Background: an optimization exercise with open tools, aiming at small area, a short achievable clock period and few clock cycles per item. Do not read the settings as production practice.
Only simulation tests tie the RTL to the original design; equivalence was not proved.
Power figures rest on the tool's default switching activity, not on a simulated workload.

==> flow/design.v (outline; a module is shown in full before it is edited, if it fits) <==
// module two_mode_motion_tween_unit: 2694 lines
module two_mode_motion_tween_unit #(
  parameter int unsigned FRACTION_BITS    = 16,
  parameter int unsigned SINE_TABLE_DEPTH = 1024
) (
  input  wire logic        clk,
  input  wire logic        rst,
  input  wire logic        s_tvalid,
  output logic             s_tready,
  input  wire logic [7:0]  s_tdata,     
  output logic             m_tvalid,
  input  wire logic        m_tready,
  output logic [31:0]      m_tdata,     
  output logic             m_tlast,     
  input  wire logic        cfg_valid,
  output logic             cfg_ready,
  input  wire logic [2:0]  cfg_index,
  input  wire logic [15:0] cfg_data
);
  // ...
==> flow/run.sh <==
#!/bin/bash
# synth_recipe.tcl (not shown) runs the flow's synth.tcl, then flattens the netlist and writes it again
# the make line also repeats each setting of config.mk as NAME=value (left out here)
make -C /OpenROAD-flow-scripts/flow DESIGN_CONFIG=/design/flow/config.mk WORK_HOME=/design/flow/orfs CLKGATE_MAP_FILE= SYNTH_SCRIPT=/design/flow/synth_recipe.tcl finish
==> flow/config.mk <==
export PLATFORM = sky130hd
export DESIGN_NAME = two_mode_motion_tween_unit
export DESIGN_NICKNAME = two_mode_motion_tween_unit
export VERILOG_FILES = /design/flow/design.v
export SDC_FILE = /design/flow/constraint.sdc
export NUM_CORES = 4
export LEC_CHECK = 0
export CAP_MARGIN = 20
export CORE_MARGIN = 2
export CORE_UTILIZATION = 40
export SETUP_SLACK_MARGIN = 5
export SLEW_MARGIN = 20
export SYNTH_MEMORY_MAX_BITS = 32768
==> flow/constraint.sdc <==
create_clock -name core_clock -period 11.0 [get_ports {clk}]
set_input_delay 2.2000 -clock core_clock [delete_from_list [all_inputs] [get_ports {clk}]]
set_output_delay 2.2000 -clock core_clock [all_outputs]
set_load 0.01 [all_outputs]
==> metrics.md, run 1 <==
| Metric | Value |
|---|---|
| CP required | `11.36 ns` |
| Starting Density | `40.2%` |
| Flop+latch power | `0.00224 W` |
| Combinational family with the most area after synthesis | `compound AO/OA/AOI/OAI gates` |
| FF+latch area | `7750 sq um` |
| Synth Register Bits | `358` |
| P_sw | `0.00777 W` |
| Fraction of synthesized cell area in xor and xnor cells | `4.64%` |
| Die span in y | `342 um` |
| Initial antenna violation count | `2` |
| CTS sink count | `358` |
| CORE AREA | `114,000 sq um` |
| Most common cell after layout, fill and taps aside | `nand2_1` |
| Cts repair resizes | `285` |
| Die width | `342 um` |
| Combinational power | `0.0119 W` |
| Clock network power | `0.00168 W` |
| Syn avg cell area | `7.91 sq um` |
| Levels on crit path | `29` |
| Met1 usage | `37.0%` |
| Port Buffers | `59` |
| Worst Hold Depth | `0` |
| Top-area cell type share of the netlist area | `13.2%` |
| Cell area after synthesis | `45,800 sq um` |
| Simple-gate share of the synthesized area | `15.0%` |
| FFs w/ async S/R, synth | `0%` |
| Outcome | `timing/DRC/antenna clean` |
| Final core utilization | `46.7%` |
| P&R area growth vs syn | `16.2%` |
| CP top delay family | `adder cells` |
| Critical Path AT | `7.54 ns` |
| H-tree Lvls | `2` |
| Post-synthesis adder-cell area fraction | `22.0%` |
| Multi-input gates | `4,497` |
| Number of fill cells in the layout | `11,200` |
| Worst hold slack | `0.429 ns` |
| Tapcell count | `1,512` |
| Fmax | `139 MHz` |
| Sequential area share after synthesis | `16.9%` |
| Total GRT Usage | `28.3%` |
| WL final | `173 mm` |
Testbench counts, summed over its fixed seeds: cycles 9,104, items 7,756.
==> run 2: changes to the inputs <==
--- a/flow/config.mk
+++ b/flow/config.mk
@@ -7,7 +7,7 @@
 export LEC_CHECK = 0
 export CAP_MARGIN = 20
 export CORE_MARGIN = 2
-export CORE_UTILIZATION = 40
+export CORE_UTILIZATION = 55
 export SETUP_SLACK_MARGIN = 5
 export SLEW_MARGIN = 20
 export SYNTH_MEMORY_MAX_BITS = 32768
==> run 2 against run 1 <==
Net effect: still clean; via count is essentially flat; synthesized cell count unchanged; clock skew is 0.015 ns lower; area after synthesis unchanged; combinational power barely moved.
==> metrics.md, run 2 <==
| Metric | Value |
|---|---|
| Outcome | `timing/DRC/antenna clean` |
| Hold Path Class | `reg2reg` |
| CP Class | `reg2reg` |
| CTS tree | `built` |
| Max IR drop VDD | `0.256 mV` |
| CTS buffer count | `46` |
| Initial antenna violation count | `7 (+5)` |
| Largest net degree at the start of global routing | `74` |
| Total Die Area | `85,500 sq um` |
| Leakage | `21.9 nW` |
| Most frequent cells in the layout | `nand2_1, inv_1, a21oi_1` |
| Nets | `6,492` |
| Total power per unit cell area | `299 nW/um^2` |
| DRC | `0` |
| Final Hold Viols | `0` |
| Port Buffers | `59 (unchanged)` |
| Largest regs | `m_tdata (32), tx (19), ty (19)` |
| Hold Buf Count CTS | `0` |
| DP Area | `47,100 sq um` |
| Gp weighted congestion | `0.967` |
| Top-count cell post-synth | `nand2_1` |
| Sequential area share after synthesis | `16.9% (unchanged)` |
| Mapped Nets | `6,476` |
| Unrepaired setup endpoints after global routing | `yes` |
| Vias in the first global route | `43,100` |
| Tot Pwr | `0.0158 W` |
| Fin crit period | `7.20 ns` |
| Worst Hold Depth | `0 (unchanged)` |
| WL final | `170 mm (-1.7%)` |
| Worst-margin pin slew | `1.10 ns` |
| Cell repeated most along the worst path | `fa_2` |
| Worst Path Max Fanout | `6` |
| Most common cell after layout, fill and taps aside | `nand2_1` |
| DP HPWL | `115 mm` |
| H-tree Lvls | `2 (unchanged)` |
| CORE AREA | `82,200 sq um (-28%)` |
| Worst Skew | `0.0533 ns` |
| P&R area growth vs syn | `15.7%` |
| Vias per cell | `6.59` |
| Ys Warns | `1` |
| EDFF count, synth | `57` |
| Largest register FFs | `32` |
| Max Cap Viol | `0` |
| Syn avg cell area | `7.91 sq um (unchanged)` |
| Cell area after synthesis | `45,800 sq um (unchanged)` |
| Slowest stage delay, CP | `0.57 ns` |
| Max Root-Sink Buffers | `3` |
| Top-area cell type share of the netlist area | `13.2% (unchanged)` |
| Die width | `292 um (-15%)` |
| Ant diodes | `0` |
| Clock root buffer | `clkbuf_16` |
| FFs w/ async S/R, synth | `0% (unchanged)` |
| Via count | `45,600` |
| Global-route wire length before repair | `256 mm` |
| Post-route cell area | `52,900 sq um` |
| Slowest cell on the critical path | `fa_2` |
| Fmax | `139 MHz (-0.35%)` |
| Total grt overflow | `0` |
| Number of fill cells in the layout | `7,265 (-35%)` |
| FP Rows | `105` |
| Starting Density | `55.7% (+15 points)` |
| Fin crit share | `65.5%` |
| Synth Register Bits | `358 (unchanged)` |
| Post-synth cell types | `101` |
| Wire per inst | `24.6 um` |
| Share of layout cells above drive strength 1 | `17.7%` |
| Worst Setup Slack post-DPL | `2.79 ns` |
| Top Ports | `68` |
| Worst R2R Path Depth | `29` |
| Setup Viol. Count Final | `0` |
| First-pass iteration count of the detailed router | `6` |
| Critical path capture point type | `flop` |
| Skew-Pair Late Insertion Delay | `0.63 ns` |
| Top post-synthesis cells by area | `dfxtp_1, ha_1, fa_1` |
| Die span in y | `292 um (-15%)` |
| Cell taking the most area after synthesis | `dfxtp_1` |
| DRT iter0 DRCs | `5,580` |
| Slew Viols, Final | `0` |
| Top cells by count, synth | `nand2_1, inv_1, ha_1, a21oi_1, nor2_1` |
| Startpoint class of the critical path | `flop` |
| Slew headroom | `26.3%` |
| Clock slew at reported path FFs | `0.06 ns` |
| Post-route ant nets | `0` |
| CP required | `11.35 ns (about the same)` |
| Worst hold slack | `0.429 ns (-0.000614 ns)` |
| CTS sink count | `358 (unchanged)` |
| Setup TNS | `0 ns` |
| Critical Path AT | `7.55 ns (about the same)` |
| Top FF cell, synth | `dfxtp_1` |
| Setup ws final | `3.80 ns` |
| Mapped Cells | `5,787` |
| Largest Register | `m_tdata` |
| Total GRT Usage | `38.0% (+9.7 points)` |
## run 2: cells by family (layout without fill, tap and decap cells)
group / Yosys count / count (layout) / synth area share (%)
buf+inv: 936 / 988 / 7.80
fa+ha+maj: 660 / 660 / 22.0
compound gates: 1748 / 1748 / 25.5
simple gates: 1510 / 1512 / 15.0
flops: 358 / 358 / 16.9
other cells: 1 / 1 / 0.00819
mux: 334 / 334 / 8.15
xor+xnor: 240 / 240 / 4.64
## run 2: final timing paths
| check | from | end | slack (ns) |
|---|---|---|---|
| max reg2reg | f2[8] | m_tdata[14] | 3.80 |
| min reg2reg | dn2 | m_tlast | 0.43 |
| max | f2[8] | m_tdata[14] | 3.80 |
| min | dn2 | m_tlast | 0.43 |
## run 2: per-layer routing
layer | GRT usage (%) | up-vias | share of wire, %
met5 | 0 | - | 0.049
met4 | 17.8 | 12 | 5.6
met3 | 6.68 | 543 | 9.4
met2 | 60.7 | 2381 | 44
met1 | 50.0 | 21800 | 40
li1 | - | 20800 | -
## run 2: worst max-delay path: cells and delay by family (launching register included)
kind / cells / cell delay (ns)
AO/OA/AOI/OAI: 11 / 1.83
XOR/XNOR: 1 / 0.26
adder cells (fa/ha/maj): 5 / 2.26
buffers and inverters: 7 / 0.79
multiplexers: 1 / 0.22
AND/OR/NAND/NOR: 4 / 1.10
flip-flops: 1 / 0.48
## run 2: where the power goes
part | switching [W] | internal [W]
clock network | 0.000669 | 0.000987
logic | 0.00661 | 0.00535
registers | 0.000497 | 0.00173
## run 2: metrics by stage
stage | instances | utilization (%)
3_3_place_gp | 6601 | 57.3
4_1_cts | 6841 | 62.5
6_report | 6911 | 64.4
5_1_grt | 6911 | 64.4
3_5_place_dp | 6601 | 57.3
2_1_floorplan | 5787 | -
## run 2: area by class of cell
cell class	count	area [sq um]	share of cell area, %
Multi-Input combinational cell	4495	36200	68.4
Timing Repair inverter	1	8.76	0.0165
Clock inverter	26	354	0.669
Timing Repair Buffer	373	3910	7.39
Inverter	528	2070	3.92
Sequential cell	358	7760	14.7
Clock buffer	60	1270	2.41
Tap cell	1070	1340	2.53
## run 2: what timing repair did
action / CTS / global route
pin swaps: 101 / 122
gates cloned: 13 / 7
endpoints found under the setup margin: 93 / 88
resized for setup: 301 / 193
setup buffers: 141 / 63

==> re-timing with driven ports <==
How much do the figures lean on ideal ports? The routed layouts below were timed once more, with nothing changed but the port constraints. Step 1 assumes that a clkbuf_16 drives the clock port and a buf_2 every other input. Step 2 moves the port delays by t, midway between the first and last clock arrival at a register: inputs arrive t later, outputs are due t later. That takes back most of the time a late clock gives input paths. a / b / c = ideal ports / drivers / drivers and shift; a / b = the first two.
| run | t (ns) | setup WS [ns] | hold WS [ns] | worst setup path after step 2 | pins driven straight from the clock port |
|---|---|---|---|---|---|
| run 1 | 0.677 | 3.822 / 3.822 / 3.822 | 0.429 / 0.429 / 0.429 | register to register | 1 |
| run 2 | 0.673 | 3.797 / 3.797 / 3.797 | 0.429 / 0.429 / 0.429 | register to register | 1 |
After both steps every run listed still meets setup and hold.
